Source: an optimization exercise on an open RTL-to-GDS flow (aim: small area, a short achievable clock period and few clock cycles per item). Production flows keep margins and buffers that such runs may drop. At most, simulation tests tie the RTL to the original design; equivalence was not proved. Only the layout flow was run in runs 2 to 6 and 8; the RTL was not checked for function there. No activity file was given, so power comes from the tool's default toggle rates.

==> design.v <==
`default_nettype none
`timescale 1ns/1ps
package rs_pkg;
	typedef enum logic [2:0] {
		OP_ADD = 3'd0,
		OP_SUB = 3'd1,
		OP_SLL = 3'd2,
		OP_SLT = 3'd3,
		OP_XOR = 3'd4,
		OP_SR  = 3'd5,
		OP_OR  = 3'd6,
		OP_AND = 3'd7
	} alu_op_t;
endpackage
`default_nettype wire
`default_nettype none
`timescale 1ns/1ps
module reservation_station (
	input wire logic clk,
	input wire logic rst_n,
	input wire logic enable,
	input wire logic dispatched,
	input wire logic [5-1:0] q1_in,
	input wire logic [32-1:0] v1_in,
	input wire logic [5-1:0] q2_in,
	input wire logic [32-1:0] v2_in,
	input wire logic [2:0] alu_op_in,
	input wire logic alu_sign_in,
	input wire logic [5-1:0] reorder_buffer_tag_in,
	input wire logic cdb_active,
	input wire logic [5-1:0] cdb_tag,
	input wire logic [32-1:0] cdb_data,
	output logic [5-1:0] q1_out,
	output logic [32-1:0] v1_out,
	output logic [5-1:0] q2_out,
	output logic [32-1:0] v2_out,
	output logic [2:0] alu_op_out,
	output logic alu_sign_out,
	output logic [5-1:0] reorder_buffer_tag_out,
	output logic busy
);
	logic snoop1;
	logic snoop2;
	assign snoop1 = cdb_active && ((enable ? q1_in : q1_out) == cdb_tag);
	assign snoop2 = cdb_active && ((enable ? q2_in : q2_out) == cdb_tag);
	always_ff @(posedge clk or negedge rst_n) begin
		if (!rst_n)
			busy <= 1'b0;
		else if (enable)
			busy <= 1'b1;
		else if (dispatched)
			busy <= 1'b0;
	end
	always_ff @(posedge clk) begin
		if (snoop1) begin
			q1_out <= '0;
			v1_out <= cdb_data;
		end else if (enable) begin
			q1_out <= q1_in;
			v1_out <= v1_in;
		end
		if (snoop2) begin
			q2_out <= '0;
			v2_out <= cdb_data;
		end else if (enable) begin
			q2_out <= q2_in;
			v2_out <= v2_in;
		end
		if (enable) begin
			alu_op_out <= alu_op_in;
			alu_sign_out <= alu_sign_in;
			reorder_buffer_tag_out <= reorder_buffer_tag_in;
		end
	end
endmodule
`default_nettype wire
`default_nettype none
`timescale 1ns/1ps
module rs_dispatch_select (
	input wire logic issue_valid,
	input wire logic busy,
	input wire logic [5-1:0] q1,
	input wire logic [5-1:0] q2,
	input wire logic exec_accept,
	output logic enable,
	output logic dispatched,
	output logic full,
	output logic exec_valid
);
	assign exec_valid = busy && (q1 == '0) && (q2 == '0);
	assign dispatched = exec_valid && exec_accept;
	assign full = busy && !dispatched;
	assign enable = issue_valid && !full;
endmodule
`default_nettype wire
`default_nettype none
`timescale 1ns/1ps
module alu_unit (
	input wire logic [32-1:0] a,
	input wire logic [32-1:0] b,
	input wire logic [2:0] op,
	input wire logic op_sign,
	output logic [32-1:0] result
);
	localparam int W = 32;
	logic inv_b;
	logic use_p;
	logic use_g;
	logic use_c;
	logic use_sll;
	logic use_sr;
	logic use_slt;
	logic [W-1:0] bx;
	logic [W-1:0] g0;
	logic [W-1:0] p0;
	logic [W-1:0] gl [0:5];
	logic [W-1:0] pl [0:5];
	logic [W-1:0] carry;
	logic cout;
	logic msb_sum;
	logic less_than;
	logic [5-1:0] shamt;
	logic [W-1:0] a_rev;
	logic [W-1:0] sh_in;
	logic fill;
	logic [W-1:0] sh_out;
	logic [W-1:0] sh_out_rev;
	assign inv_b = op[0];
	assign use_c = !op[2] && !op[1];
	assign use_p = (op == 3'b000) || (op == 3'b001) || (op == 3'b010) || (op == 3'b100);
	assign use_g = op[2] && !op[0];
	assign use_sr = (op == 3'b011);
	assign use_sll = (op == 3'b101);
	assign use_slt = (op == 3'b111);
	assign bx = b ^ {W{inv_b}};
	assign g0 = a & bx;
	assign p0 = a ^ bx;
	always_comb begin
		gl[0] = g0;
		pl[0] = p0;
		gl[0][0] = g0[0] | (p0[0] & inv_b);
		for (int l = 0; l < 5; l++) begin
			gl[l+1] = gl[l];
			pl[l+1] = pl[l];
			for (int i = 0; i < W; i++)
				if (((i >> l) & 1) == 1) begin
					gl[l+1][i] = gl[l][i] | (pl[l][i] & gl[l][((i >> l) << l) - 1]);
					pl[l+1][i] = pl[l][i] & pl[l][((i >> l) << l) - 1];
				end
		end
	end
	assign carry = {gl[5][W-2:0], inv_b};
	assign cout = gl[5][W-1];
	assign msb_sum = p0[W-1] ^ carry[W-1];
	assign less_than = op_sign ? ((a[W-1] ^ b[W-1]) ? a[W-1] : msb_sum) : !cout;
	assign shamt = b[5-1:0];
	always_comb
		for (int i = 0; i < W; i++)
			a_rev[i] = a[W-1-i];
	assign sh_in = op[2] ? a_rev : a;
	assign fill = !op[2] && op_sign && a[W-1];
	assign sh_out = W'($signed({fill, sh_in}) >>> shamt);
	always_comb
		for (int i = 0; i < W; i++)
			sh_out_rev[i] = sh_out[W-1-i];
	always_comb begin
		result = ((p0 & {W{use_p}}) ^ (g0 & {W{use_g}}) ^ (carry & {W{use_c}}))
			| (sh_out & {W{use_sr}}) | (sh_out_rev & {W{use_sll}});
		result[0] = result[0] | (less_than && use_slt);
	end
endmodule
`default_nettype wire
`default_nettype none
`timescale 1ns/1ps
module alu_cluster (
	input wire logic clk,
	input wire logic rst_n,
	input wire logic issue_valid,
	input wire logic [5-1:0] issue_q1,
	input wire logic [32-1:0] issue_v1,
	input wire logic [5-1:0] issue_q2,
	input wire logic [32-1:0] issue_v2,
	input wire rs_pkg::alu_op_t issue_op,
	input wire logic issue_sign,
	input wire logic [5-1:0] issue_rob_tag,
	output logic full,
	input wire logic ext_cdb_active,
	input wire logic [5-1:0] ext_cdb_tag,
	input wire logic [32-1:0] ext_cdb_data,
	output logic cdb_active,
	output logic [5-1:0] cdb_tag,
	output logic [32-1:0] cdb_data
);
	logic enable;
	logic dispatched;
	logic busy;
	logic [5-1:0] ent_q1;
	logic [5-1:0] ent_q2;
	logic [32-1:0] ent_v1;
	logic [32-1:0] ent_v2;
	logic [2:0] ent_op;
	logic ent_sign;
	logic [5-1:0] ent_rob_tag;
	logic exec_valid;
	logic exec_accept;
	logic [32-1:0] alu_result;
	logic res_valid;
	logic [5-1:0] res_tag;
	logic [32-1:0] res_data;
	logic [2:0] issue_op_enc;
	always_comb begin
		case (issue_op)
			rs_pkg::OP_ADD: issue_op_enc = 3'b000;
			rs_pkg::OP_SUB: issue_op_enc = 3'b001;
			rs_pkg::OP_SLL: issue_op_enc = 3'b101;
			rs_pkg::OP_SLT: issue_op_enc = 3'b111;
			rs_pkg::OP_XOR: issue_op_enc = 3'b010;
			rs_pkg::OP_SR:  issue_op_enc = 3'b011;
			rs_pkg::OP_OR:  issue_op_enc = 3'b100;
			default:        issue_op_enc = 3'b110;
		endcase
	end
	reservation_station entry_i (
		.clk                    (clk),
		.rst_n                  (rst_n),
		.enable                 (enable),
		.dispatched             (dispatched),
		.q1_in                  (issue_q1),
		.v1_in                  (issue_v1),
		.q2_in                  (issue_q2),
		.v2_in                  (issue_v2),
		.alu_op_in              (issue_op_enc),
		.alu_sign_in            (issue_sign),
		.reorder_buffer_tag_in  (issue_rob_tag),
		.cdb_active             (cdb_active),
		.cdb_tag                (cdb_tag),
		.cdb_data               (cdb_data),
		.q1_out                 (ent_q1),
		.v1_out                 (ent_v1),
		.q2_out                 (ent_q2),
		.v2_out                 (ent_v2),
		.alu_op_out             (ent_op),
		.alu_sign_out           (ent_sign),
		.reorder_buffer_tag_out (ent_rob_tag),
		.busy                   (busy)
	);
	rs_dispatch_select select_i (
		.issue_valid (issue_valid),
		.busy        (busy),
		.q1          (ent_q1),
		.q2          (ent_q2),
		.exec_accept (exec_accept),
		.enable      (enable),
		.dispatched  (dispatched),
		.full        (full),
		.exec_valid  (exec_valid)
	);
	alu_unit alu_i (
		.a       (ent_v1),
		.b       (ent_v2),
		.op      (ent_op),
		.op_sign (ent_sign),
		.result  (alu_result)
	);
	assign exec_accept = !res_valid || !ext_cdb_active;
	always_ff @(posedge clk or negedge rst_n) begin
		if (!rst_n)
			res_valid <= 1'b0;
		else if (exec_accept)
			res_valid <= exec_valid;
	end
	always_ff @(posedge clk) begin
		if (exec_accept) begin
			res_tag <= ent_rob_tag;
			res_data <= alu_result;
		end
	end
	assign cdb_active = ext_cdb_active || res_valid;
	assign cdb_tag = ext_cdb_active ? ext_cdb_tag : res_tag;
	assign cdb_data = ext_cdb_active ? ext_cdb_data : res_data;
endmodule
`default_nettype wire
==> flow/run.sh <==
#!/bin/bash
# Standard ORFS layout, with plain buffers on the ports instead of the delay cells
# buffer_ports picks by default. Every tool's output goes to a log in this folder.
set -euo pipefail
export BUFFER_PORTS_ARGS="-buffer_cell sky130_fd_sc_hd__buf_1"
bash standard.sh finish > make_finish.log 2>&1
==> standard.sh <==
#!/bin/bash
# synth_recipe.tcl (not shown) runs the flow's synth.tcl, then flattens the netlist and writes it again
# the make line also repeats each setting of config.mk as NAME=value (left out here)
make -C /OpenROAD-flow-scripts/flow DESIGN_CONFIG=/design/flow/config.mk WORK_HOME=/design/flow/orfs CLKGATE_MAP_FILE= SYNTH_SCRIPT=/design/flow/synth_recipe.tcl "${@:-finish}"
==> config.mk <==
export PLATFORM = sky130hd
export DESIGN_NAME = alu_cluster
export DESIGN_NICKNAME = alu_cluster
export VERILOG_FILES = /design/flow/design.v
export SDC_FILE = /design/flow/constraint.sdc
export NUM_CORES = 4
export LEC_CHECK = 0
export ABC_AREA = 1
export CAP_MARGIN = 20
export CORE_MARGIN = 2
export CORE_UTILIZATION = 55
export CTS_BUF_LIST = sky130_fd_sc_hd__clkbuf_8
export SETUP_SLACK_MARGIN = 3.5
export SLEW_MARGIN = 20
==> constraint.sdc <==
create_clock -name core_clock -period 7.0 [get_ports {clk}]
set_input_delay 1.4000 -clock core_clock [delete_from_list [all_inputs] [get_ports {clk}]]
set_output_delay 1.4000 -clock core_clock [all_outputs]
set_load 0.01 [all_outputs]
==> results.cfg, run 1 <==
[sta]
timing.slew.headroom_pct = 28.27
fin_setup_tns_ps = 0
period_share_pct = 51.18
final-hold-violation-count = 0
fin_crit_ps = 3583
maxSlewViolCount = 0
finalSetupViolCount = 0
worst_slack_ps = 3417
hold_slack_ps = 426.1
skew_ps = 22.75
max_freq_mhz = 279.1
worst_slew_pin_slew_ps = 1073
rsz0062_at_grt = yes

[route]
vias = 11690
drtIter0Drc = 1570
routed_wl_um = 39470
viasPerCell = 6.074
route.detailed.drc = 0
dr.pass1.iters = 6
ant_nets = 0
drt-wirelength-per-cell_um = 20.51

[floorplan]
row_count = 50
start_util_pct = 56.05
die-area_sq_um = 20250
ioPinCount = 163
die_x_um = 142.3
fp.dieH_um = 142.3
fp.coreArea_sq_um = 18770

[synth]
synth-seq-area-share_pct = 33.78
syn_area_sq_um = 10520
ys_ff_latch = 122
syn_inst = 1551
synth-warning-count = 5
synth_edf_count = 110
netlist-cell-type-count = 42
synthFlopType = edfxtp_1
synth-async-reset-ratio_pct = 1.639
syn_avg_cell_area_sq_um = 6.783
synth_nets = 1707

[global_route]
grt_pass1_wl_um = 58170
grt_pass1_vias = 10280
grt_max_degree = 40
track_usage_pct = 38.12
grt_overflow = 0
antenna_found_initial = 0

[finish]
nets = 1833
fillers = 1697
fin_area_sq_um = 11980
fin_cells = 1924
drive_gt1_share_pct = 10.30
mostFrequentLayoutCell = nand2_1
num_antenna_cells = 0
syn_to_final_growth_pct = 13.87
final_cell_mix = nand2_1 (556), nand3_1 (267), buf_1 (134)

[power_and_ir_drop]
max-vdd-ir-drop_v = 0.0003319
combPwrFrac_pct = 57.1
power_density_nw_per_um2 = 354.0
p_leak_nw = 5.359
p_sw_share_pct = 50.98
seqPwrFrac_pct = 28.9
p_sw_mw = 2.162
p_clk_share_pct = 14.0
p_int_mw = 2.079

[flow_run]
drv_cap = 0

[worst_setup_path]
critPathArrivalTime_ps = 2180
crit_start = ext_cdb_active
r2r-start = entry_i.alu_op_out[0]
critPathKind = input port to output port
worstPathMaxFanout = 37
cp-end-kind = output port
required_ps = 5600
startpoint_type = input port

[cts]
clk_pin_slew_ps = 90
hold_buffers = 0
clockBufferDepth = 2
htreeDepth = 4
cts_inserted_buffers = 17
tritoncts = yes
cts.sinks = 122
clk_latency_ps = 470
cts-root-buf = clkbuf_8

[placement]
detailed_place_hpwl_um = 27040
io_buffers = 162
dp_cells = 1867
routabilityCongestion = 1.029
dp_slack_ps = 2065
placed_cell_area_sq_um = 11180

[min_path]
worstHoldStart = entry_i.reorder_buffer_tag_out[4]
holdCritPathClass = flop to flop

[run_status]
status = finished clean
power by group through the flow:
stage	clock network, mW	registers, mW	logic (mW)
3_5_place_dp	0	1.24	2.25
3_3_place_gp	0	1.24	2.23
4_1_cts	0.593	1.22	2.31
2_1_floorplan	0	1.16	1.65
6_report	0.593	1.23	2.42
5_1_grt	0.617	1.24	2.63
registers in the layout (all words and copies together) (netlist names):
name and flops:
entry_i.v1_out 32, entry_i.v2_out 32, res_data 32, entry_i.q1_out 5
entry_i.q2_out 5, entry_i.reorder_buffer_tag_out 5, res_tag 5, entry_i.alu_op_out 3
entry_i.alu_sign_out 1, entry_i.busy 1, res_valid 1
worst max-delay path, cell delays in order:
cell and delay [ps]:
clkbuf_16 150, inv_16 70, or2_4 250, o21ai_4 80
inv_2 60, buf_2 150
layout make-up:
type,count,area [sq um],area share [%]
clock inverters,15,116.4,0.9714
clock buffers,17,234.0,1.953
repair buffers,203,1015,8.471
inverters,97,382.9,3.196
flip-flops and latches,122,3553,29.66
multi-input cells,1236,6385,53.30
well taps,234,292.8,2.444
synthesized netlist by cell type (4+ instances only):
library cell | n | area [sq um]
clkbuf_1 | 55 | 206.5
o211ai_1 | 9 | 67.56
dfxtp_1 | 10 | 200.2
o21ai_1 | 4 | 20.02
xnor2_1 | 19 | 166.4
buf_2 | 22 | 110.1
nor2_1 | 45 | 168.9
nand3_1 | 269 | 1346
xor2_1 | 58 | 508.0
o21ai_0 | 75 | 375.4
inv_2 | 14 | 52.55
edfxtp_1 | 110 | 3303
or2_2 | 20 | 125.1
inv_1 | 81 | 304.0
nand2_1 | 567 | 2128
nand3b_1 | 6 | 45.04
buf_6 | 5 | 56.30
nand4_1 | 77 | 481.7
buf_1 | 14 | 52.55
ha_1 | 32 | 400.4
a21oi_1 | 27 | 135.1
routing by layer:
metal  track usage [%]  up-vias  wire, um
met1             55.42     5352     16170
met4             14.17        0      1424
li1                  -     5483         -
met2             56.39      748     17150
met5                 0        -         0
met3             7.503      103      4715
stage by stage:
step	power (mW)	util [%]
global placement	3.464	59.55
global route	4.491	63.83
CTS	4.121	62.73
finish	4.241	63.83
detailed placement	3.484	59.55
floorplan	2.811	-
cell families after synthesis:
| logic type | count (synthesis) | synth area share, % |
|---|---|---|
| flip-flops | 122 | 33.78 |
| multiplexers | 1 | 0.09515 |
| XOR/XNOR | 77 | 6.411 |
| adder cells (fa/ha/maj) | 32 | 3.806 |
| buffers and inverters | 196 | 7.719 |
| AO/OA/AOI/OAI | 127 | 6.553 |
| AND/OR/NAND/NOR | 996 | 41.64 |
worst paths after layout:
kind                                end  slack [ps]  cells after the start
hold reg to reg              res_tag[4]         430                      0
hold / removal               res_tag[4]         430                      0
max in group asynchronous     res_valid        6150                      1
setup reg to reg           res_data[29]        3720                     15
setup / recovery             cdb_tag[0]        3420                      6
min in group asynchronous  entry_i.busy         710                      1
what timing repair did:
action / in CTS / in global routing
endpoints found under the setup margin: 202 / 140
gates cloned: 4 / 1
gates resized for setup: 32 / 43
setup buffers: 9 / 11
pin swaps: 2 / 3
Testbench counts, summed over its fixed seeds: cycles 5,241, items 3,200.
==> inputs of run 2 (changes only) <==
--- a/design.v
+++ b/design.v
@@ -29,4 +29,6 @@
 	input wire logic [5-1:0] reorder_buffer_tag_in,
-	input wire logic cdb_active,
-	input wire logic [5-1:0] cdb_tag,
+	input wire logic ext_active,
+	input wire logic [5-1:0] ext_tag,
+	input wire logic res_valid,
+	input wire logic [5-1:0] res_tag,
 	input wire logic [32-1:0] cdb_data,
@@ -43,4 +45,8 @@
 	logic snoop2;
-	assign snoop1 = cdb_active && ((enable ? q1_in : q1_out) == cdb_tag);
-	assign snoop2 = cdb_active && ((enable ? q2_in : q2_out) == cdb_tag);
+	logic [5-1:0] q1_cmp;
+	logic [5-1:0] q2_cmp;
+	assign q1_cmp = enable ? q1_in : q1_out;
+	assign q2_cmp = enable ? q2_in : q2_out;
+	assign snoop1 = ext_active ? (q1_cmp == ext_tag) : (res_valid && (q1_cmp == res_tag));
+	assign snoop2 = ext_active ? (q2_cmp == ext_tag) : (res_valid && (q2_cmp == res_tag));
 	always_ff @(posedge clk or negedge rst_n) begin
@@ -234,4 +240,6 @@
 		.reorder_buffer_tag_in  (issue_rob_tag),
-		.cdb_active             (cdb_active),
-		.cdb_tag                (cdb_tag),
+		.ext_active             (ext_cdb_active),
+		.ext_tag                (ext_cdb_tag),
+		.res_valid              (res_valid),
+		.res_tag                (res_tag),
 		.cdb_data               (cdb_data),
--- a/config.mk
+++ b/config.mk
@@ -10,5 +10,5 @@
 export CORE_MARGIN = 2
-export CORE_UTILIZATION = 55
+export CORE_UTILIZATION = 45
 export CTS_BUF_LIST = sky130_fd_sc_hd__clkbuf_8
-export SETUP_SLACK_MARGIN = 3.5
+export SETUP_SLACK_MARGIN = 3.2
 export SLEW_MARGIN = 20
==> results.cfg, run 2 <==
[worst_setup_path]
crit_path_max_incr_delay_ps = 180
cp_slowest_cell = clkbuf_16
critPathKind = input port to output port
critPathArrivalTime_ps = 2380
worstPathMaxFanout = 5
startpoint_type = input port
crit_start = ext_cdb_active
required_ps = 5600
path_common_cell = nand2_1
r2r-start = entry_i.v2_out[3]
cp-end-kind = output port
path_cells = clkbuf_8, buf_12, inv_8, clkbuf_16, nand2_1, nand2_1, buf_1
r2r_cells = 12

[synth]
synth_nets = 1764
synth-warning-count = 5
synth-async-reset-ratio_pct = 1.639
synth-seq-area-share_pct = 32.73
netlist-cell-type-count = 44
synth_edf_count = 110
yosysMostFrequentCell = nand2_1
ys_top_cells_by_area = edfxtp_1 (30%), nand2_1 (19%), nand3_1 (16%), xor2_1 (5.0%), inv_1 (3.7%)
syn_avg_cell_area_sq_um = 6.752
syn_area_sq_um = 10860
yosysTopAreaCellShare_pct = 30.42
syn_inst = 1608
synth_top_area_cell = edfxtp_1
ys_ff_latch = 122
synthFlopType = edfxtp_1
yosys-top-cells-count = nand2_1 (556), nand3_1 (353), edfxtp_1 (110)

[finish]
num_antenna_cells = 0
syn_to_final_growth_pct = 16.09
top_regs = entry_i.v1_out: 32 flops, entry_i.v2_out: 32 flops, res_data: 32 flops
nets = 1901
drive_gt1_share_pct = 9.101
mostFrequentLayoutCell = nand2_1
final_cell_mix = nand2_1 (550), nand3_1 (351), buf_1 (148)
final_core_utilization_pct = 53.38
fillers = 2466

[global_route]
grt_pass1_wl_um = 63770
antenna_found_initial = 1
grt_overflow = 0
grt_pass1_vias = 10700
track_usage_pct = 33.07
grt_max_degree = 57

[cts]
cts.sinks = 122
clk_latency_ps = 460
clockBufferDepth = 2
clk_pin_slew_ps = 90
htreeDepth = 4
tritoncts = yes
cts-root-buf = clkbuf_8
hold_buffers = 0
cts_inserted_buffers = 17

[power_and_ir_drop]
p_leak_nw = 5.600
p_int_mw = 1.762
max-vdd-ir-drop_v = 0.0001283
p_sw_mw = 1.493
p_clk_share_pct = 19.6
p_sw_share_pct = 45.88
seqPwrFrac_pct = 34.4
power_density_nw_per_um2 = 258.2
combPwrFrac_pct = 46.0

[sta]
final-hold-violation-count = 0
period_share_pct = 54.02
maxSlewViolCount = 0
rsz0062_at_grt = no
finalSetupViolCount = 0
fin_setup_tns_ps = 0
fin_crit_ps = 3781
max_freq_mhz = 264.5
skew_ps = 19.48
timing.slew.headroom_pct = 29.09
worst_slew_pin_slew_ps = 1061

[min_path]
worstHoldStart = entry_i.reorder_buffer_tag_out[4]
hold_depth = 0
holdCritPathClass = flop to flop

[floorplan]
fp.coreArea_sq_um = 23610
die-area_sq_um = 25390
start_util_pct = 45.98
row_count = 56
die_x_um = 159.3
ioPinCount = 163
fp.dieH_um = 159.3

[route]
vias = 11850
routed_wl_um = 42960
dr.pass1.iters = 7
viasPerCell = 5.706
ant_nets = 0
drt-wirelength-per-cell_um = 20.68
route.detailed.drc = 0
drtIter0Drc = 1324

[placement]
detailed_place_hpwl_um = 28010
io_buffers = 162
routabilityCongestion = 0.9344

[run_status]
status = finished clean

[flow_run]
drv_cap = 0
==> run 2: cell types whose count changed in the layout (fill, tap and decap cells not counted), sizes merged, moves of 3 or more <==
cell      before  now
nand3        269  371
nand4         77   16
inv          101  120
nor2          48   66
clkbuf        43   29
buf          177  187
xnor2         19   12
a21oi         28   32
o211ai         9    5
xor2          58   62
clkinvlp       4    1
nand2        573  570
==> run 2: final cells by class <==
| class | count | area [sq um] | share of cell area (%) |
|---|---|---|---|
| clock buffers | 17 | 234.0 | 1.856 |
| multi-input cells | 1291 | 6668 | 52.90 |
| repair buffers | 201 | 1172 | 9.301 |
| inverters | 112 | 427.9 | 3.395 |
| well taps | 319 | 399.1 | 3.167 |
| clock inverters | 15 | 150.1 | 1.191 |
| flip-flops and latches | 122 | 3553 | 28.19 |
==> run 2: metrics by stage <==
step	setup slack, ps	cells	hold WS [ps]	power (mW)	cell area, sq um
2_1_floorplan	3144	1608	400.3	2.054	10880
3_3_place_gp	2098	2010	401.9	2.426	11530
3_5_place_dp	2007	2010	407.9	2.432	11530
4_1_cts	3140	2075	428.7	3.206	12500
5_1_grt	3203	2077	436.6	3.446	12600
6_report	3219	2077	427.7	3.255	12600
==> run 2: critical path: cells and delay by family <==
kind          cells  cell delay, ps
simple gates      2             180
buf+inv           5             770
==> run 2: path summary, 6_finish.rpt <==
kind | slack (ps) | endpoint
max | 3220 | cdb_data[9]
min | 430 | res_tag[4]
max reg2reg | 3500 | res_data[29]
min reg2reg | 430 | res_tag[4]
max in group asynchronous | 6100 | entry_i.busy
min in group asynchronous | 740 | res_valid
==> run 2: power groups by stage <==
| stage | clock (mW) | combinational, mW | sequential (mW) |
|---|---|---|---|
| floorplan | 0 | 0.973 | 1.08 |
| global placement | 0 | 1.30 | 1.13 |
| detailed placement | 0 | 1.30 | 1.13 |
| CTS | 0.642 | 1.45 | 1.11 |
| global route | 0.671 | 1.64 | 1.13 |
| finish | 0.638 | 1.50 | 1.12 |
==> run 2: routing by layer <==
metal | GRT usage [%] | up-vias | routed length [um] | share of wire [%]
met4 | 11.20 | 0 | 1600 | 3.7
met3 | 5.861 | 90 | 4029 | 9.4
met1 | 46.03 | 5506 | 18450 | 43
met2 | 52.08 | 591 | 18870 | 44
met5 | 0 | - | 0 | 0
li1 | - | 5665 | - | -
==> run 2: kinds of logic after synthesis <==
kind of cell    Yosys count  synth area share [%]
xor+xnor                 74                 5.969
flops                   122                 32.73
buf+inv                 204                 8.147
mux                       1               0.09219
compound gates          130                 6.384
simple gates           1045                 42.99
fa+ha+maj                32                 3.687
==> run 2: what timing repair did <==
item                                    in CTS  in global routing
endpoints found under the setup margin     173                 60
gates cloned                                12                  2
resized for setup                           27                 22
setup buffers                               21                  0
pin swaps                                   11                  0
==> inputs of run 3 (changes only) <==
--- a/config.mk
+++ b/config.mk
@@ -12,3 +12,3 @@
 export CTS_BUF_LIST = sky130_fd_sc_hd__clkbuf_8
-export SETUP_SLACK_MARGIN = 3.2
+export SETUP_SLACK_MARGIN = 3.5
 export SLEW_MARGIN = 20
==> results.cfg, run 3 <==
[run_status]
status = finished clean

[sta]
fin_setup_tns_ps = 0
max_freq_mhz = 281.7
worst_slew_pin_slew_ps = 1078
skew_ps = 19.46
final-hold-violation-count = 0
rsz0062_at_grt = yes
timing.slew.headroom_pct = 27.99
finalSetupViolCount = 0
maxSlewViolCount = 0
fin_crit_ps = 3550
period_share_pct = 50.71

[worst_setup_path]
cp_slowest_cell = clkbuf_16
timing.rr.end = res_data[29]
r2r-start = entry_i.alu_op_out[0]
crit_path_max_incr_delay_ps = 210
required_ps = 5600
critPathKind = input port to output port
worstPathMaxFanout = 8
startpoint_type = input port
path_cells = clkbuf_16, clkinv_16, clkbuf_16, nand2_4, nand2_4, buf_6
cp-end-kind = output port
crit_start = ext_cdb_active
critPathArrivalTime_ps = 2150
r2r_cells = 13
rrSetupSlack_ps = 3570

[synth]
synthFlopType = edfxtp_1
synth_top_area_cell = edfxtp_1
syn_avg_cell_area_sq_um = 6.752
yosysMostFrequentCell = nand2_1
ys_ff_latch = 122
synth_edf_count = 110
synth-async-reset-ratio_pct = 1.639
synth_nets = 1764
synth-seq-area-share_pct = 32.73
synth-warning-count = 5
yosys-top-cells-count = nand2_1 (556), nand3_1 (353), edfxtp_1 (110)
ys_top_cells_by_area = edfxtp_1 (30%), nand2_1 (19%), nand3_1 (16%), xor2_1 (5.0%), inv_1 (3.7%)
yosysTopAreaCellShare_pct = 30.42
syn_inst = 1608
netlist-cell-type-count = 44
syn_area_sq_um = 10860

[finish]
top_regs = entry_i.v1_out: 32 flops, entry_i.v2_out: 32 flops, res_data: 32 flops
nets = 1931
multiInputGateArea_sq_um = 6943
num_antenna_cells = 0
final_cell_mix = nand2_1 (508), nand3_1 (351), buf_1 (127)
regArea_sq_um = 3553
fillers = 2359
fin_cells = 2107
syn_to_final_growth_pct = 22.84
drive_gt1_share_pct = 14.37
mostFrequentLayoutCell = nand2_1

[cts]
cts-root-buf = clkbuf_8
cts.sinks = 122
clockBufferDepth = 2
clk_pin_slew_ps = 80
cts_inserted_buffers = 17
htreeDepth = 4
hold_buffers = 0
tritoncts = yes
clk_latency_ps = 460

[power_and_ir_drop]
p_leak_nw = 5.967
max-vdd-ir-drop_v = 0.0001494
power_density_nw_per_um2 = 256.4

[floorplan]
start_util_pct = 45.98
row_count = 56
die-area_sq_um = 25390
fp.coreArea_sq_um = 23610
die_x_um = 159.3
ioPinCount = 163
fp.dieH_um = 159.3

[min_path]
holdCritPathClass = flop to flop
hold_depth = 0
worstHoldStart = entry_i.reorder_buffer_tag_out[2]
holdPathEnd = res_tag[2]

[route]
viasPerCell = 5.784
vias = 12190
drt-wirelength-per-cell_um = 20.89
route.detailed.drc = 0
drtIter0Drc = 1431
routed_wl_um = 44010
ant_nets = 0
dr.pass1.iters = 6

[global_route]
grt_max_degree = 57
grt_pass1_wl_um = 62840
antenna_found_initial = 0
grt_overflow = 0
track_usage_pct = 32.51
grt_pass1_vias = 11020

[placement]
io_buffers = 162
routabilityCongestion = 0.9527
detailed_place_hpwl_um = 27750
dp_cells = 2010

[flow_run]
drv_cap = 0
-- run 3: cell counts after synthesis --
Identical to the previous run, type by type.
-- run 3: stage by stage --
step | cell area [sq um] | setup slack, ps | util, % | hold WS (ps) | total power [mW]
2_1_floorplan | 10920 | 3496 | - | 400.3 | 2.060
5_1_grt | 13340 | 3407 | 56.49 | 426.5 | 3.618
6_report | 13340 | 3450 | 56.49 | 424.6 | 3.419
3_5_place_dp | 11560 | 2222 | 48.98 | 405.4 | 2.433
3_3_place_gp | 11560 | 2290 | 48.98 | 402.2 | 2.431
4_1_cts | 12630 | 3479 | 53.48 | 423.5 | 3.212
-- run 3: worst max-delay path, delay by kind of cell --
kind                   cells  cell delay, ps
buffers and inverters      4             610
AND/OR/NAND/NOR            2             130
-- run 3: logic make-up (layout without fill, tap and decap cells) --
logic type / Yosys count / in the layout / share of synthesized area (%)
fa+ha+maj: 32 / 32 / 3.687
buf+inv: 204 / 374 / 8.147
mux: 1 / 1 / 0.09219
flops: 122 / 122 / 32.73
xor+xnor: 74 / 74 / 5.969
compound gates: 130 / 130 / 6.384
simple gates: 1045 / 1055 / 42.99
-- run 3: worst max-delay path by stage --
stage	endpoint	cells after the start
after global placement	entry_i.v2_out[15]	12
after global routing	res_data[29]	13
after CTS	cdb_data[18]	6
after floorplan	cdb_data[10]	5
final	cdb_data[17]	6
after detailed placement	entry_i.v2_out[15]	12
-- run 3: where the power goes --
group / switching (mW) / leakage [nW] / internal (mW)
combinational: 1.06 / 4.60 / 0.585
clock: 0.339 / 0.188 / 0.287
sequential: 0.131 / 1.18 / 1.02
total: 1.53 / 5.97 / 1.89
-- run 3: cell type report --
class / instances / share of cell area (%)
multi-input cells: 1292 / 52.05
repair buffers: 228 / 11.92
well taps: 319 / 2.992
repair inverters: 2 / 0.1782
clock buffers: 17 / 1.754
inverters: 112 / 3.396
clock inverters: 15 / 1.060
flip-flops and latches: 122 / 26.64
-- run 3: metal layers --
layer	routed length, um	track usage [%]
met2	19690	50.99
met5	0	0
met4	1897	11.94
met3	3997	5.809
met1	18420	45.03
-- run 3: what timing repair did --
action | 4_1_cts | 5_1_grt
gates resized for setup | 61 | 128
setup endpoints to repair | 177 | 95
gates cloned | 12 | 7
buffers inserted | 29 | 17
pin swaps | 11 | 14
==> inputs of run 4 (changes only) <==
--- a/design.v
+++ b/design.v
@@ -29,6 +29,4 @@
 	input wire logic [5-1:0] reorder_buffer_tag_in,
-	input wire logic ext_active,
-	input wire logic [5-1:0] ext_tag,
-	input wire logic res_valid,
-	input wire logic [5-1:0] res_tag,
+	input wire logic cdb_active,
+	input wire logic [5-1:0] cdb_tag,
 	input wire logic [32-1:0] cdb_data,
@@ -45,8 +43,4 @@
 	logic snoop2;
-	logic [5-1:0] q1_cmp;
-	logic [5-1:0] q2_cmp;
-	assign q1_cmp = enable ? q1_in : q1_out;
-	assign q2_cmp = enable ? q2_in : q2_out;
-	assign snoop1 = ext_active ? (q1_cmp == ext_tag) : (res_valid && (q1_cmp == res_tag));
-	assign snoop2 = ext_active ? (q2_cmp == ext_tag) : (res_valid && (q2_cmp == res_tag));
+	assign snoop1 = cdb_active && ((enable ? q1_in : q1_out) == cdb_tag);
+	assign snoop2 = cdb_active && ((enable ? q2_in : q2_out) == cdb_tag);
 	always_ff @(posedge clk or negedge rst_n) begin
@@ -121,4 +115,2 @@
 	logic [W-1:0] p0;
-	logic [W-1:0] gl [0:5];
-	logic [W-1:0] pl [0:5];
 	logic [W-1:0] carry;
@@ -143,18 +135,37 @@
 	assign p0 = a ^ bx;
+	logic [7:0] gg [0:3];
+	logic [7:0] gp [0:3];
 	always_comb begin
-		gl[0] = g0;
-		pl[0] = p0;
-		gl[0][0] = g0[0] | (p0[0] & inv_b);
-		for (int l = 0; l < 5; l++) begin
-			gl[l+1] = gl[l];
-			pl[l+1] = pl[l];
-			for (int i = 0; i < W; i++)
-				if (((i >> l) & 1) == 1) begin
-					gl[l+1][i] = gl[l][i] | (pl[l][i] & gl[l][((i >> l) << l) - 1]);
-					pl[l+1][i] = pl[l][i] & pl[l][((i >> l) << l) - 1];
+		for (int k = 0; k < 8; k++) begin
+			logic g;
+			logic p;
+			g = g0[4*k];
+			p = p0[4*k];
+			for (int j = 1; j < 4; j++) begin
+				g = g0[4*k+j] | (p0[4*k+j] & g);
+				p = p0[4*k+j] & p;
+			end
+			gg[0][k] = g;
+			gp[0][k] = p;
+		end
+		gg[0][0] = gg[0][0] | (gp[0][0] & inv_b);
+		for (int l = 0; l < 3; l++) begin
+			gg[l+1] = gg[l];
+			gp[l+1] = gp[l];
+			for (int k = 0; k < 8; k++)
+				if (((k >> l) & 1) == 1) begin
+					gg[l+1][k] = gg[l][k] | (gp[l][k] & gg[l][((k >> l) << l) - 1]);
+					gp[l+1][k] = gp[l][k] & gp[l][((k >> l) << l) - 1];
 				end
 		end
-	end
-	assign carry = {gl[5][W-2:0], inv_b};
-	assign cout = gl[5][W-1];
+		for (int k = 0; k < 8; k++) begin
+			logic c;
+			c = (k == 0) ? inv_b : gg[3][k-1];
+			for (int j = 0; j < 4; j++) begin
+				carry[4*k+j] = c;
+				c = g0[4*k+j] | (p0[4*k+j] & c);
+			end
+		end
+	end
+	assign cout = gg[3][7];
 	assign msb_sum = p0[W-1] ^ carry[W-1];
@@ -240,6 +251,4 @@
 		.reorder_buffer_tag_in  (issue_rob_tag),
-		.ext_active             (ext_cdb_active),
-		.ext_tag                (ext_cdb_tag),
-		.res_valid              (res_valid),
-		.res_tag                (res_tag),
+		.cdb_active             (cdb_active),
+		.cdb_tag                (cdb_tag),
 		.cdb_data               (cdb_data),
--- a/config.mk
+++ b/config.mk
@@ -12,3 +12,3 @@
 export CTS_BUF_LIST = sky130_fd_sc_hd__clkbuf_8
-export SETUP_SLACK_MARGIN = 3.5
+export SETUP_SLACK_MARGIN = 3.2
 export SLEW_MARGIN = 20
==> results.cfg, run 4 <==
[power_and_ir_drop]
combPwrFrac_pct = 44.3
p_clk_share_pct = 21.6
p_sw_mw = 1.426
max-vdd-ir-drop_v = 0.0001705
power_density_nw_per_um2 = 292.9
p_leak_nw = 5.058
seqPwrFrac_pct = 34.1
p_int_mw = 1.949
p_sw_share_pct = 42.24
power.total_mw = 3.375

[cts]
cts-root-buf = clkbuf_8
cts_inserted_buffers = 17
cts.sinks = 122
htreeDepth = 4
clockBufferDepth = 2
clk_pin_slew_ps = 90
clk_latency_ps = 470
tritoncts = yes
hold_buffers = 0

[route]
drtIter0Drc = 953
drt-wirelength-per-cell_um = 17.57
routed_wl_um = 32170
route.detailed.drc = 0
vias = 9799
ant_nets = 0
viasPerCell = 5.352
dr.pass1.iters = 5

[finish]
final_cell_mix = nand2_1 (519), buf_1 (160), o21ai_0 (148)
drive_gt1_share_pct = 9.478
num_antenna_cells = 0
top_regs = entry_i.v1_out: 32 flops, entry_i.v2_out: 32 flops, res_data: 32 flops
syn_to_final_growth_pct = 13.78
mostFrequentLayoutCell = nand2_1
nets = 1694

[synth]
synthFlopType = edfxtp_1
ys_top_cells_by_area = edfxtp_1 (33%), nand2_1 (19%), o21ai_0 (7.4%), xor2_1 (6.5%), inv_1 (4.3%)
yosysTopAreaCellShare_pct = 32.62
synth-warning-count = 5
yosysMostFrequentCell = nand2_1
netlist-cell-type-count = 48
syn_inst = 1409
synth_nets = 1565
yosys-top-cells-count = nand2_1 (523), o21ai_0 (150), inv_1 (115)
synth_top_area_cell = edfxtp_1
syn_avg_cell_area_sq_um = 7.188
synth-seq-area-share_pct = 35.09
synth-async-reset-ratio_pct = 1.639
syn_area_sq_um = 10130
synth_edf_count = 110
ys_ff_latch = 122

[min_path]
holdCritPathClass = flop to flop
hold_depth = 0
holdPathEnd = res_tag[4]
worstHoldStart = entry_i.reorder_buffer_tag_out[4]

[global_route]
antenna_found_initial = 0
grt_pass1_vias = 8966
grt_pass1_wl_um = 49270
grt_max_degree = 70
track_usage_pct = 26.91
grt_overflow = 0

[floorplan]
die_x_um = 154.0
ioPinCount = 163
fp.coreArea_sq_um = 21960
start_util_pct = 46.12
die-area_sq_um = 23720
fp.dieH_um = 154.0
row_count = 54

[worst_setup_path]
startpoint_type = input port
cp_slowest_cell = buf_4
critPathKind = input port to output port
rrSetupSlack_ps = 3470
worstPathMaxFanout = 7
crit_path_max_incr_delay_ps = 230
path_cells = clkbuf_8, buf_12, buf_4, nand2_1, nand2_1, buf_1
critPathArrivalTime_ps = 2400
r2r-start = entry_i.alu_op_out[2]
cp-end-kind = output port
timing.rr.end = res_data[5]
required_ps = 5600
r2r_cells = 13
path_common_cell = nand2_1

[run_status]
status = finished clean

[sta]
period_share_pct = 54.34
skew_ps = 14.26
finalSetupViolCount = 0
maxSlewViolCount = 0
hold_slack_ps = 426.6
fin_crit_ps = 3804
timing.slew.headroom_pct = 38.91
final-hold-violation-count = 0
rsz0062_at_grt = yes
max_freq_mhz = 262.9
worst_slew_pin_slew_ps = 915.4
fin_setup_tns_ps = 0

[placement]
io_buffers = 162
detailed_place_hpwl_um = 22810
routabilityCongestion = 0.9404

[flow_run]
drv_cap = 0
[run 4: cell count changes in the layout (fill, tap and decap cells not counted), sizes merged, moves of 9 or more]
cell   before  now
nand3     371   33
o21ai      79  222
buf       217  183
nand2     571  540
xor2       62   75
mux2i       1   13
nand4      16    5
a21oi      32   23
[run 4: power by group through the flow]
stage / registers, mW / logic [mW] / clock network (mW)
floorplan: 1.11 / 1.06 / 0
global placement: 1.16 / 1.40 / 0
detailed placement: 1.16 / 1.41 / 0
CTS: 1.15 / 1.45 / 0.732
global route: 1.17 / 1.67 / 0.761
finish: 1.15 / 1.50 / 0.729
[run 4: final cells by class]
class | instances | area (sq um)
well taps | 280 | 350.3
inverters | 119 | 467.9
multi-input cells | 1091 | 5814
clock inverters | 13 | 190.2
repair buffers | 187 | 884.6
clock buffers | 19 | 261.5
fillers | 2234 | 10440
flip-flops and latches | 122 | 3553
[run 4: worst max path at each step]
stage | slack (ps) | startpoint | to
final | 3200 | ext_cdb_active | cdb_tag[2]
after global routing | 3140 | ext_cdb_active | entry_i.v1_out[15]
after CTS | 3210 | ext_cdb_active | cdb_tag[4]
after detailed placement | 1760 | ext_cdb_active | entry_i.v1_out[14]
after global placement | 1830 | ext_cdb_active | entry_i.v1_out[11]
after floorplan | 3270 | ext_cdb_active | entry_i.v2_out[0]
[run 4: layer usage]
| metal | vias up | GRT usage (%) | routed length, um |
|---|---|---|---|
| met5 | - | 0 | 0 |
| met4 | 0 | 6.275 | 400 |
| met3 | 30 | 3.551 | 2123 |
| met2 | 343 | 42.00 | 14420 |
| met1 | 4533 | 39.70 | 15230 |
| li1 | 4893 | - | - |
[run 4: cell families after synthesis]
kind of cell,share of synthesized area (%)
xor gates and xnor gates,7.178
buffers and inverters,8.611
adders and majority gates,3.954
AOI/OAI and AO/OA,17.12
DFF,35.09
muxes,1.285
and+or+nand+nor,26.76
[run 4: repair_timing]
action / 4_1_cts / 5_1_grt
buffers inserted: 5 / 5
cloned: 4 / 0
pin swaps: 2 / 2
setup endpoints to repair: 176 / 135
gates resized for setup: 16 / 13
[run 4: per-stage QoR]
step	utilization [%]	instances	worst slack (ps)	cell area, sq um
after floorplan	-	1409	3275	10140
after global placement	49.16	1785	1835	10790
after detailed placement	49.16	1785	1759	10790
after CTS	52.07	1826	3207	11430
after global routing	52.47	1831	3136	11520
final	52.47	1831	3196	11520
[run 4: worst max-delay path, delay by kind of cell]
family | cells | cell delay [ps]
simple gates | 2 | 310
buf+inv | 4 | 700
==> inputs of run 5 (changes only) <==
--- a/config.mk
+++ b/config.mk
@@ -10,5 +10,5 @@
 export CORE_MARGIN = 2
-export CORE_UTILIZATION = 45
+export CORE_UTILIZATION = 55
 export CTS_BUF_LIST = sky130_fd_sc_hd__clkbuf_8
-export SETUP_SLACK_MARGIN = 3.2
+export SETUP_SLACK_MARGIN = 3.5
 export SLEW_MARGIN = 20
==> results.cfg, run 5 <==
[route]
vias = 10960
viasPerCell = 5.896
ant_nets = 0
drt-wirelength-per-cell_um = 20.94
drtIter0Drc = 1320
routed_wl_um = 38940
dr.pass1.iters = 7
route.detailed.drc = 0

[cts]
cts-root-buf = clkbuf_8
clockBufferDepth = 2
clk_latency_ps = 470
cts.sinks = 122
htreeDepth = 4
cts_inserted_buffers = 17
clk_pin_slew_ps = 80
hold_buffers = 0
tritoncts = yes

[synth]
syn_area_sq_um = 10130
synth_top_area_cell = edfxtp_1
synthFlopType = edfxtp_1
netlist-cell-type-count = 48
yosysMostFrequentCell = nand2_1
synth-seq-area-share_pct = 35.09
ys_top_cells_by_area = edfxtp_1 (33%), nand2_1 (19%), o21ai_0 (7.4%), xor2_1 (6.5%), inv_1 (4.3%)
yosysTopAreaCellShare_pct = 32.62
yosys-top-cells-count = nand2_1 (523), o21ai_0 (150), inv_1 (115)
synth_edf_count = 110
syn_inst = 1409
synth-async-reset-ratio_pct = 1.639
syn_avg_cell_area_sq_um = 7.188
synth_nets = 1565
synth-warning-count = 5
ys_ff_latch = 122

[sta]
rsz0062_at_grt = yes
hold_slack_ps = 424.6
final-hold-violation-count = 0
fin_crit_ps = 3649
max_freq_mhz = 274.1
fin_setup_tns_ps = 0
finalSetupViolCount = 0
timing.slew.headroom_pct = 38.59
worst_slew_pin_slew_ps = 920.2
skew_ps = 20.36
worst_slack_ps = 3351
maxSlewViolCount = 0
period_share_pct = 52.13

[power_and_ir_drop]
power_density_nw_per_um2 = 291.2
max-vdd-ir-drop_v = 0.0002555
power.total_mw = 3.681
p_leak_nw = 5.690

[worst_setup_path]
startpoint_type = input port
critPathKind = input port to output port
required_ps = 5600
worstPathMaxFanout = 9
rrSetupSlack_ps = 3590
r2r-start = entry_i.alu_op_out[0]
r2r_cells = 20
critPathArrivalTime_ps = 2250
timing.rr.end = res_data[23]
cp-end-kind = output port

[placement]
routabilityCongestion = 0.9713
detailed_place_hpwl_um = 21880
dp_slack_ps = 2009
placed_cell_area_sq_um = 10750
io_buffers = 162
dp_cells = 1733

[finish]
fin_cells = 1859
mostFrequentLayoutCell = nand2_1
top_regs = entry_i.v1_out: 32 flops, entry_i.v2_out: 32 flops, res_data: 32 flops
fin_area_sq_um = 12640
syn_to_final_growth_pct = 24.85
final_core_utilization_pct = 70.14
fillers = 1529
drive_gt1_share_pct = 17.24
multiInputGateArea_sq_um = 5993
num_antenna_cells = 0
final_cell_mix = nand2_1 (498), o21ai_0 (145), buf_1 (130)
nets = 1773
regArea_sq_um = 3553

[global_route]
met1_usage_pct = 51.11
grt_busiest_layer = met2
antenna_found_initial = 0
grt_max_degree = 70
grt_overflow = 0
use_met2_pct = 54.89
grt_use_met3_pct = 6.263
grt_pass1_vias = 9703
grt_pass1_wl_um = 53480
track_usage_pct = 35.50

[floorplan]
fp.coreArea_sq_um = 18020
die-area_sq_um = 19510
fp.dieH_um = 139.7
row_count = 49
die_x_um = 139.7
ioPinCount = 163
start_util_pct = 56.18

[run_status]
status = finished clean

[min_path]
holdPathEnd = res_tag[4]
worstHoldStart = entry_i.reorder_buffer_tag_out[4]
holdCritPathClass = flop to flop
hold_depth = 0

[flow_run]
drv_cap = 0
[run 5: cell counts after synthesis]
No cell type changed its count.
[run 5: final cells by class]
class / instances / share of cell area (%)
flip-flops and latches: 122 / 28.10
repair inverters: 3 / 0.4552
inverters: 119 / 3.800
multi-input cells: 1095 / 47.40
clock inverters: 15 / 1.455
well taps: 229 / 2.266
repair buffers: 259 / 14.67
clock buffers: 17 / 1.851
[run 5: report_power, final]
part / internal [mW] / total [mW] / switching [mW] / leakage (nW)
Clock: 0.382 / 0.705 / 0.324 / 0.215
Combinational: 0.649 / 1.82 / 1.17 / 4.30
Sequential: 1.05 / 1.15 / 0.108 / 1.18
[run 5: worst max-delay path, cell delays in order]
cell and delay [ps]:
clkbuf_16 130, buf_16 150, inv_16 50, or2_4 240, o21ai_4 70, inv_2 60
buf_6 120
[run 5: timing repair]
| action | 4_1_cts | 5_1_grt |
|---|---|---|
| endpoints found under the setup margin | 199 | 140 |
| cloned | 9 | 12 |
| resized for setup | 67 | 70 |
| pin swaps | 9 | 12 |
| setup buffers | 47 | 26 |
[run 5: cell families after synthesis]
| kind of cell | after synthesis | share of synthesized area [%] |
|---|---|---|
| multiplexers | 13 | 1.285 |
| adder cells (fa/ha/maj) | 32 | 3.954 |
| XOR/XNOR | 83 | 7.178 |
| AO/OA/AOI/OAI | 295 | 17.12 |
| flip-flops | 122 | 35.09 |
| AND/OR/NAND/NOR | 666 | 26.76 |
| buffers and inverters | 198 | 8.611 |
[run 5: worst max path at each step]
stage,end,start,slack [ps],cells after the start
floorplan,cdb_data[10],ext_cdb_active,3480,4
global placement,entry_i.v2_out[14],ext_cdb_active,2090,9
detailed placement,entry_i.v2_out[14],ext_cdb_active,2010,9
CTS,cdb_tag[4],ext_cdb_active,3370,7
global route,cdb_tag[4],ext_cdb_active,3340,7
finish,cdb_tag[4],ext_cdb_active,3350,7
[run 5: per-layer routing]
layer | wire [um] | part of all wire, % | vias up
met5 | 0 | 0 | -
met4 | 1717 | 4.4 | 0
met3 | 4435 | 11 | 142
met2 | 16950 | 44 | 749
met1 | 15840 | 41 | 5002
li1 | - | - | 5068
==> inputs of run 6 (changes only) <==
--- a/design.v
+++ b/design.v
@@ -183,3 +183,3 @@
 	always_comb begin
-		result = ((p0 & {W{use_p}}) ^ (g0 & {W{use_g}}) ^ (carry & {W{use_c}}))
+		result = ((p0 & {W{use_p}}) ^ ((g0 & {W{use_g}}) | (carry & {W{use_c}})))
 			| (sh_out & {W{use_sr}}) | (sh_out_rev & {W{use_sll}});
--- a/config.mk
+++ b/config.mk
@@ -12,2 +12,4 @@
 export CTS_BUF_LIST = sky130_fd_sc_hd__clkbuf_8
+export CTS_CLUSTER_DIAMETER = 60
+export CTS_CLUSTER_SIZE = 30
 export SETUP_SLACK_MARGIN = 3.5
==> results.cfg, run 6 <==
[cts]
clk_latency_ps = 460
clockBufferDepth = 2
cts-root-buf = clkbuf_8
cts_inserted_buffers = 17
tritoncts = yes
clk_pin_slew_ps = 80
cts.sinks = 122
hold_buffers = 0
htreeDepth = 4

[global_route]
grt_pass1_wl_um = 50780
grt_pass1_vias = 9214
track_usage_pct = 33.95
antenna_found_initial = 0
grt_max_degree = 49
grt_overflow = 0

[sta]
rsz0062_at_grt = yes
timing.slew.headroom_pct = 24.94
period_share_pct = 50.43
max_freq_mhz = 283.3
maxSlewViolCount = 0
fin_setup_tns_ps = 0
skew_ps = 22.18
fin_crit_ps = 3530
finalSetupViolCount = 0
final-hold-violation-count = 0
worst_slew_pin_slew_ps = 1125
worst_slack_ps = 3470

[synth]
netlist-cell-type-count = 44
synth_nets = 1541
syn_area_sq_um = 9992
synth-warning-count = 5
yosysTopAreaCellShare_pct = 33.06
ys_ff_latch = 122
synth-async-reset-ratio_pct = 1.639
synth-seq-area-share_pct = 35.56
synth_compound_area_share_pct = 18.43
synth_mux_area_share_pct = 1.603
yosys-top-cells-count = nand2_1 (519), o21ai_0 (145), inv_1 (114)
synth_top_area_cell = edfxtp_1
ys_top_cells_by_area = edfxtp_1 (33%), nand2_1 (19%), o21ai_0 (7.3%), o21ai_2 (4.6%), inv_1 (4.3%)
syn_avg_cell_area_sq_um = 7.215
syn_inst = 1385
synth_edf_count = 110
synth_top_family_by_area = simple AND/OR/NAND/NOR gates
yosys.area_share.adder_pct = 4.007
synth_xor_area_share_pct = 4.896
yosysMostFrequentCell = nand2_1
synthFlopType = edfxtp_1
yosys.area_share.simple_pct = 26.66

[power_and_ir_drop]
seqPwrFrac_pct = 30.2
p_leak_nw = 5.305
p_sw_share_pct = 47.05
combPwrFrac_pct = 54.0
power_density_nw_per_um2 = 348.3
power.total_mw = 4.084
max-vdd-ir-drop_v = 0.0002505
p_int_mw = 2.162
p_sw_mw = 1.922
p_clk_share_pct = 15.8

[route]
dr.pass1.iters = 7
routed_wl_um = 33110
ant_nets = 0
drtIter0Drc = 989
viasPerCell = 5.674
route.detailed.drc = 0
drt-wirelength-per-cell_um = 18.53
vias = 10140

[finish]
drive_gt1_share_pct = 15.40
final_cell_mix = nand2_1 (497), o21ai_0 (141), buf_1 (124)
mostFrequentLayoutCell = nand2_1
nets = 1701
top_regs = entry_i.v1_out: 32 flops, entry_i.v2_out: 32 flops, res_data: 32 flops
syn_to_final_growth_pct = 17.35
num_antenna_cells = 0

[worst_setup_path]
critPathArrivalTime_ps = 2130
worstPathMaxFanout = 7
crit_path_max_incr_delay_ps = 240
critPathKind = input port to output port
cp-end-kind = output port
required_ps = 5600
path_cells = clkbuf_16, inv_16, or2_4, o21ai_4, inv_2, buf_6
startpoint_type = input port
cp_slowest_cell = or2_4

[floorplan]
die-area_sq_um = 19260
row_count = 49
die_x_um = 138.8
ioPinCount = 163
start_util_pct = 55.81
fp.coreArea_sq_um = 17900
fp.dieH_um = 138.8

[min_path]
holdCritPathClass = flop to flop

[run_status]
status = finished clean

[placement]
io_buffers = 162
detailed_place_hpwl_um = 22280
dp_slack_ps = 1696
routabilityCongestion = 0.9600

[flow_run]
drv_cap = 0
==> run 6: cell types whose count changed in the layout (fill, tap and decap cells not counted), moves of 11 or more <==
| cell | delta |
|---|---|
| buf_12 | -11 |
| a22oi_1 | +12 |
| buf_4 | -24 |
| xor2_1 | -28 |
| o21ai_1 | -23 |
| o21ai_2 | +19 |
| nand2_2 | -14 |
==> run 6: cell type report <==
type	instances	area (sq um)
multi-input combinational	1066	5788
timing repair inverter	2	36.28
sequential	122	3553
timing repair buffer	212	1170
clock inverter	14	148.9
fill	1641	6176
inverter	124	495.5
clock buffer	18	247.7
tap	229	286.5
==> run 6: critical path: cells and delay by family <==
family	cells	cell delay, ps
buf+inv	4	410
simple gates	1	240
compound gates	1	70
==> run 6: path summary, 6_finish.rpt <==
path | from | end | slack (ps) | cells past startpoint
min in group asynchronous | rst_n | entry_i.busy | 720 | 1
max | ext_cdb_active | cdb_tag[0] | 3470 | 6
min | entry_i.reorder_buffer_tag_out[4] | res_tag[4] | 420 | 0
min reg2reg | entry_i.reorder_buffer_tag_out[4] | res_tag[4] | 420 | 0
max reg2reg | entry_i.alu_op_out[0] | res_data[31] | 3720 | 20
max in group asynchronous | rst_n | res_valid | 6160 | 1
==> run 6: metal layers <==
metal	routed length, um	track usage [%]	vias up
li1	-	-	4910
met1	14690	49.16	4665
met2	14200	50.69	489
met3	3196	8.115	75
met4	1025	10.37	0
met5	0	0	-
==> run 6: cells by family (layout without fill, tap and decap cells) <==
family	Yosys count	after routing
AOI/OAI and AO/OA	301	301
xor gates and xnor gates	55	55
DFF	122	122
buffers and inverters	201	370
and+or+nand+nor	658	662
adders and majority gates	32	32
muxes	16	16
==> run 6: power by group through the flow <==
stage / registers (mW) / clock network (mW) / logic [mW]
2_1_floorplan: 1.18 / 0 / 1.47
3_3_place_gp: 1.25 / 0 / 1.93
3_5_place_dp: 1.26 / 0 / 1.93
4_1_cts: 1.23 / 0.650 / 2.06
5_1_grt: 1.25 / 0.676 / 2.44
6_report: 1.23 / 0.646 / 2.21
==> run 6: metrics by stage <==
stage	std cells	instance area [sq um]	hold WS (ps)	utilization [%]
2_1_floorplan	1385	10020	400.3	-
3_3_place_gp	1709	10580	405.7	59.09
3_5_place_dp	1709	10580	407.1	59.09
4_1_cts	1773	11450	428.4	63.95
5_1_grt	1787	11730	433.1	65.50
6_report	1787	11730	424.5	65.50
==> run 6: what timing repair did <==
| item | CTS | global route |
|---|---|---|
| resized for setup | 52 | 77 |
| setup endpoints to repair | 200 | 173 |
| pin swaps | 4 | 5 |
| gates cloned | 8 | 0 |
| setup buffers | 24 | 14 |
==> inputs of run 7 (changes only) <==
--- a/design.v
+++ b/design.v
@@ -92,3 +92,3 @@
 	assign full = busy && !dispatched;
-	assign enable = issue_valid && !full;
+	assign enable = issue_valid;
 endmodule
==> results.cfg, run 7 <==
[run_status]
status = finished clean

[min_path]
hold_depth = 0
holdCritPathClass = flop to flop
worstHoldStart = entry_i.reorder_buffer_tag_out[1]
holdPathEnd = res_tag[1]

[power_and_ir_drop]
power.total_mw = 2.601
max-vdd-ir-drop_v = 0.0001395
power_density_nw_per_um2 = 229.7
p_leak_nw = 5.199

[finish]
nets = 1699
fin_area_sq_um = 11320
mostFrequentLayoutCell = nand2_1
final_cell_mix = nand2_1 (601), buf_1 (135), o21ai_0 (120)
fillers = 1624
top_regs = entry_i.v1_out: 32 flops, entry_i.v2_out: 32 flops, res_data: 32 flops
num_antenna_cells = 0
syn_to_final_growth_pct = 15.61
drive_gt1_share_pct = 9.961

[worst_setup_path]
cp_slowest_cell = clkbuf_16
startpoint_type = input port
crit_path_max_incr_delay_ps = 160
cp-end-kind = output port
crit_start = ext_cdb_active
critPathArrivalTime_ps = 2140
path_common_cell = inv_1
timing.rr.end = res_data[9]
r2r_cells = 9
critPathKind = input port to output port
rrSetupSlack_ps = 3720
r2r-start = entry_i.alu_op_out[2]
cp_top_family = buffers and inverters
worstPathMaxFanout = 6
critPathBufInv = 5
path_cells = clkbuf_16, buf_12, nand2_8, inv_1, o21ai_2, inv_1, buf_1
required_ps = 5600

[floorplan]
ioPinCount = 163
fp.dieH_um = 137.4
row_count = 48
die_x_um = 137.4
die-area_sq_um = 18890
start_util_pct = 56.43
fp.coreArea_sq_um = 17360

[synth]
yosys-top-cells-count = nand2_1 (619), o21ai_0 (121), edfxtp_1 (110)
synth-seq-area-share_pct = 36.28
ys_ff_latch = 122
yosysTopAreaCellShare_pct = 33.73
synth_edf_count = 110
synth_nets = 1558
syn_inst = 1402
synthFlopType = edfxtp_1
netlist-cell-type-count = 49
syn_area_sq_um = 9794
synth-warning-count = 5
ys_top_cells_by_area = edfxtp_1 (34%), nand2_1 (24%), o21ai_0 (6.2%), ha_1 (4.1%), xor2_1 (3.9%)
synth-async-reset-ratio_pct = 1.639
syn_avg_cell_area_sq_um = 6.986
yosysMostFrequentCell = nand2_1
synth_top_area_cell = edfxtp_1

[sta]
worst_slew_pin_slew_ps = 927.3
rsz0062_at_grt = yes
final-hold-violation-count = 0
fin_setup_tns_ps = 0
timing.slew.headroom_pct = 38.11
finalSetupViolCount = 0
skew_ps = 18.89
worst_slack_ps = 3456
maxSlewViolCount = 0
fin_crit_ps = 3544
max_freq_mhz = 282.2
period_share_pct = 50.62

[cts]
clk_latency_ps = 480
clockBufferDepth = 2
clk_pin_slew_ps = 90
hold_buffers = 0
tritoncts = yes
cts_inserted_buffers = 17
cts.sinks = 122
htreeDepth = 4
cts-root-buf = clkbuf_8

[flow_run]
drv_cap = 0

[global_route]
antenna_found_initial = 0
grt_max_degree = 53
grt_pass1_wl_um = 47920
track_usage_pct = 34.02
grt_pass1_vias = 8812
grt_overflow = 0

[placement]
placed_cell_area_sq_um = 10430
io_buffers = 162
routabilityCongestion = 1.004
dp_slack_ps = 1785
detailed_place_hpwl_um = 22580

[route]
drtIter0Drc = 1055
ant_nets = 0
viasPerCell = 5.590
dr.pass1.iters = 7
drt-wirelength-per-cell_um = 18.30
routed_wl_um = 32590
route.detailed.drc = 0
topRoutingLayerUsed = met4
drt-met1-wl_um = 14210
vias = 9955
routed-wl-met3_um = 3221
wl_met2_um = 14360
run 7: cell count changes after synthesis, sizes merged, moves of 5 or more:
cell,before,now
or2,10,17
o21ai,214,141
inv,120,95
mux2i,16,21
nand2,525,623
nor2,60,53
a21oi,31,38
run 7: per-layer routing:
layer,vias up,track usage (%)
li1,4896,-
met1,4517,48.66
met2,481,50.83
met3,61,6.770
met4,0,12.71
met5,-,0
run 7: how the worst max path moves through the flow:
stage,to,cells after the start,slack [ps]
finish,full,7,3460
global route,full,7,3420
CTS,cdb_tag[1],6,3420
detailed placement,entry_i.v1_out[13],9,1790
global placement,entry_i.v1_out[12],9,1900
floorplan,full,5,3360
run 7: area by class of cell:
cell class	count	area (sq um)	share of cell area [%]
Clock buffer	17	234.0	2.066
Inverter	99	405.4	3.580
Timing Repair inverter	1	11.26	0.09945
Clock inverter	15	150.1	1.326
Sequential cell	122	3553	31.38
Timing Repair Buffer	195	998.5	8.818
Multi-Input combinational cell	1107	5689	50.24
Tap cell	225	281.5	2.486
run 7: cell families after synthesis:
family | after synthesis | share of synthesized area, %
flip-flops | 122 | 36.28
AO/OA/AOI/OAI | 244 | 14.32
multiplexers | 21 | 2.146
adder cells (fa/ha/maj) | 32 | 4.088
buffers and inverters | 176 | 7.537
XOR/XNOR | 54 | 4.829
AND/OR/NAND/NOR | 753 | 30.80
run 7: power by group:
| part | internal [mW] | total (mW) | switching, mW |
|---|---|---|---|
| clock | 0.294 | 0.643 | 0.349 |
| combinational | 0.336 | 0.972 | 0.636 |
| sequential | 0.932 | 0.987 | 0.0549 |
run 7: what timing repair did:
| action | in CTS | in global routing |
|---|---|---|
| pin swaps | 2 | 5 |
| endpoints found under the setup margin | 177 | 183 |
| resized for setup | 43 | 41 |
| endpoints found under the hold margin | 0 | 0 |
| cloned | 4 | 2 |
| buffers inserted | 9 | 11 |
run 7: worst register-to-register path: stages, from the launching register on:
cell and delay, ps:
edfxtp_1 330, buf_4 450, inv_2 340, nand2_1 150, o21a_1 400, clkinvlp_4 690
nand2_1 250, xor2_1 120, a21oi_1 140, nand2_1 140
run 7: through the flow:
step	std cells	utilization (%)	hold WS, ps
3_3_place_gp	1723	60.09	402.8
5_1_grt	1781	65.24	438.7
6_report	1781	65.24	426.5
4_1_cts	1768	63.75	428.1
2_1_floorplan	1402	-	400.3
3_5_place_dp	1723	60.09	405.6
Testbench counts of run 7, summed over its fixed seeds: cycles 5,241, items 3,200.
==> inputs of run 8 (changes only) <==
--- a/design.v
+++ b/design.v
@@ -92,3 +92,3 @@
 	assign full = busy && !dispatched;
-	assign enable = issue_valid;
+	assign enable = issue_valid && !full;
 endmodule
--- a/config.mk
+++ b/config.mk
@@ -12,5 +12,3 @@
 export CTS_BUF_LIST = sky130_fd_sc_hd__clkbuf_8
-export CTS_CLUSTER_DIAMETER = 60
-export CTS_CLUSTER_SIZE = 30
-export SETUP_SLACK_MARGIN = 3.5
+export SETUP_SLACK_MARGIN = 3.35
 export SLEW_MARGIN = 20
==> results.cfg, run 8 <==
[run_status]
status = finished clean

[route]
ant_nets = 0
dr.pass1.iters = 5
viasPerCell = 5.632
drt-wirelength-per-cell_um = 18.01
vias = 9912
drt-met1-wl_um = 14680
route.detailed.drc = 0
drtIter0Drc = 1117
topRoutingLayerUsed = met4
routed-wl-met3_um = 2845
routed_wl_um = 31700
wl_met2_um = 13630

[sta]
fin_setup_tns_ps = 0
rsz0062_at_grt = yes
final-hold-violation-count = 0
period_share_pct = 51.77
maxSlewViolCount = 0
max_freq_mhz = 275.9
fin_crit_ps = 3624
worst_slew_pin_slew_ps = 949.7
skew_ps = 14.75
finalSetupViolCount = 0
timing.slew.headroom_pct = 36.62

[worst_setup_path]
path_common_cell = inv_1
cp-end-kind = output port
timing.rr.end = res_data[31]
worstPathMaxFanout = 20
critPathKind = input port to output port
r2r-start = entry_i.v2_out[1]
crit_path_max_incr_delay_ps = 200
r2r_cells = 22
cp_slowest_cell = o21ai_4
required_ps = 5600
critPathArrivalTime_ps = 2220
startpoint_type = input port
path_cells = clkbuf_16, nand2_8, inv_1, o21ai_4, inv_1, buf_1
rrSetupSlack_ps = 3610

[synth]
ys_top_cells_by_area = edfxtp_1 (33%), nand2_1 (19%), o21ai_0 (7.3%), o21ai_2 (4.6%), inv_1 (4.3%)
synth_nets = 1541
synth_top_family_by_area = simple AND/OR/NAND/NOR gates
synth_edf_count = 110
synthFlopType = edfxtp_1
synth_xor_area_share_pct = 4.896
syn_avg_cell_area_sq_um = 7.215
synth_mux_area_share_pct = 1.603
synth-seq-area-share_pct = 35.56
synth_compound_area_share_pct = 18.43
synth-async-reset-ratio_pct = 1.639
yosysMostFrequentCell = nand2_1
yosys.area_share.adder_pct = 4.007
yosys-top-cells-count = nand2_1 (519), o21ai_0 (145), inv_1 (114)
synth-warning-count = 5
netlist-cell-type-count = 44
yosysTopAreaCellShare_pct = 33.06
yosys.area_share.simple_pct = 26.66
synth_top_area_cell = edfxtp_1
syn_area_sq_um = 9992
ys_ff_latch = 122
syn_inst = 1385

[finish]
fin_area_sq_um = 11340
syn_to_final_growth_pct = 13.52
final_core_utilization_pct = 63.36
mostFrequentLayoutCell = nand2_1
top_regs = entry_i.v1_out: 32 flops, entry_i.v2_out: 32 flops, res_data: 32 flops
num_antenna_cells = 0
nets = 1674
final_cell_mix = nand2_1 (516), buf_1 (160), o21ai_0 (143)
fin_cells = 1760
drive_gt1_share_pct = 10.06

[floorplan]
start_util_pct = 55.81
fp.coreArea_sq_um = 17900
die-area_sq_um = 19260
fp.dieH_um = 138.8
row_count = 49
die_x_um = 138.8
ioPinCount = 163

[min_path]
holdCritPathClass = flop to flop
hold_depth = 0
holdPathEnd = res_tag[4]
worstHoldStart = entry_i.reorder_buffer_tag_out[4]

[placement]
routabilityCongestion = 1.020
io_buffers = 162
detailed_place_hpwl_um = 22270
placed_cell_area_sq_um = 10580
dp_cells = 1710

[cts]
clk_latency_ps = 460
cts.sinks = 122
htreeDepth = 4
cts-root-buf = clkbuf_8
cts_inserted_buffers = 17
clockBufferDepth = 2
tritoncts = yes
clk_pin_slew_ps = 80
hold_buffers = 0

[global_route]
track_usage_pct = 32.48
grt_pass1_wl_um = 48740
grt_max_degree = 49
grt_pass1_vias = 8981
antenna_found_initial = 0
grt_overflow = 0

[power_and_ir_drop]
p_leak_nw = 5.048
max-vdd-ir-drop_v = 0.0002525
power_density_nw_per_um2 = 356.6

[flow_run]
drv_cap = 0
==> run 8: worst max-delay path by stage <==
| stage | start | endpoint | depth (start not counted) |
|---|---|---|---|
| CTS | ext_cdb_active | cdb_tag[3] | 6 |
| finish | ext_cdb_active | full | 6 |
| global route | ext_cdb_active | full | 6 |
| global placement | ext_cdb_active | entry_i.v1_out[14] | 14 |
| detailed placement | ext_cdb_active | entry_i.v1_out[15] | 14 |
| floorplan | ext_cdb_active | cdb_tag[3] | 3 |
==> run 8: repair_timing <==
item	4_1_cts	5_1_grt
hold endpoints to repair	0	0
cloned	5	0
pin swaps	3	1
endpoints found under the setup margin	179	101
setup buffers	6	7
resized for setup	23	13
==> run 8: report_power, final <==
group	internal (mW)	leakage [nW]	total [mW]	switching (mW)
registers	1.10	1.18	1.23	0.130
clock network	0.390	0.217	0.715	0.325
logic	0.667	3.65	2.10	1.43
total	2.16	5.05	4.05	1.88
==> run 8: metrics by stage <==
step	power, mW	hold WS, ps	setup slack (ps)
after floorplan	2.655	400.3	3362
after global placement	3.178	400.5	1727
after detailed placement	3.191	407.5	1549
after CTS	3.967	426.2	3343
after global routing	4.329	434.6	3327
final	4.045	424.4	3376
==> run 8: metal layers <==
metal | GRT usage [%] | up-vias
met3 | 5.283 | 39
met1 | 49.71 | 4567
li1 | - | 4869
met4 | 8.347 | 0
met2 | 47.99 | 437
met5 | 0 | -
==> run 8: area by class of cell <==
| cell class | instances | area [sq um] |
|---|---|---|
| Clock buffer | 17 | 234.0 |
| Clock inverter | 15 | 201.4 |
| Fill cell | 1693 | 6559 |
| Inverter | 124 | 490.5 |
| Multi-Input combinational cell | 1065 | 5708 |
| Sequential cell | 122 | 3553 |
| Tap cell | 229 | 286.5 |
| Timing Repair Buffer | 188 | 869.6 |
==> run 8: logic make-up after synthesis <==
kind of cell	count (synthesis)
mux	16
simple gates	658
buf+inv	201
flops	122
xor+xnor	55
fa+ha+maj	32
compound gates	301
==> run 8: critical path: cells and delay by family <==
| family | cells | cell delay, ps |
|---|---|---|
| and+or+nand+nor | 1 | 170 |
| buffers and inverters | 4 | 440 |
| AOI/OAI and AO/OA | 1 | 200 |

## separate check: timing with driven ports
In the flow no input, the clock included, has a driving cell. The finished layouts below were timed again as built, in two steps. Step 1, drivers: a clkbuf_16 drives clk and a buf_2 each remaining input, both assumed. Step 2, shift: input delay + t, output delay - t, t = (earliest + latest rising clock arrival at the registers) / 2. This alone moves slack from input paths to output paths. Three values: ideal ports, drivers, drivers and shift; two values: the first two.
run	t, ns	slack for setup (ns)
run 1	0.496	3.417 / 3.199 / 2.968
run 2	0.502	3.219 / 3.189 / 2.982
run 3	0.495	3.450 / 3.341 / 2.995
run 4	0.506	3.196 / 3.160 / 2.813
run 5	0.505	3.351 / 3.294 / 2.858
run 6	0.491	3.470 / 3.287 / 2.958
run 7	0.508	3.456 / 3.321 / 3.184
run 8	0.494	3.376 / 3.178 / 2.926
After both steps every run listed still meets setup and hold.
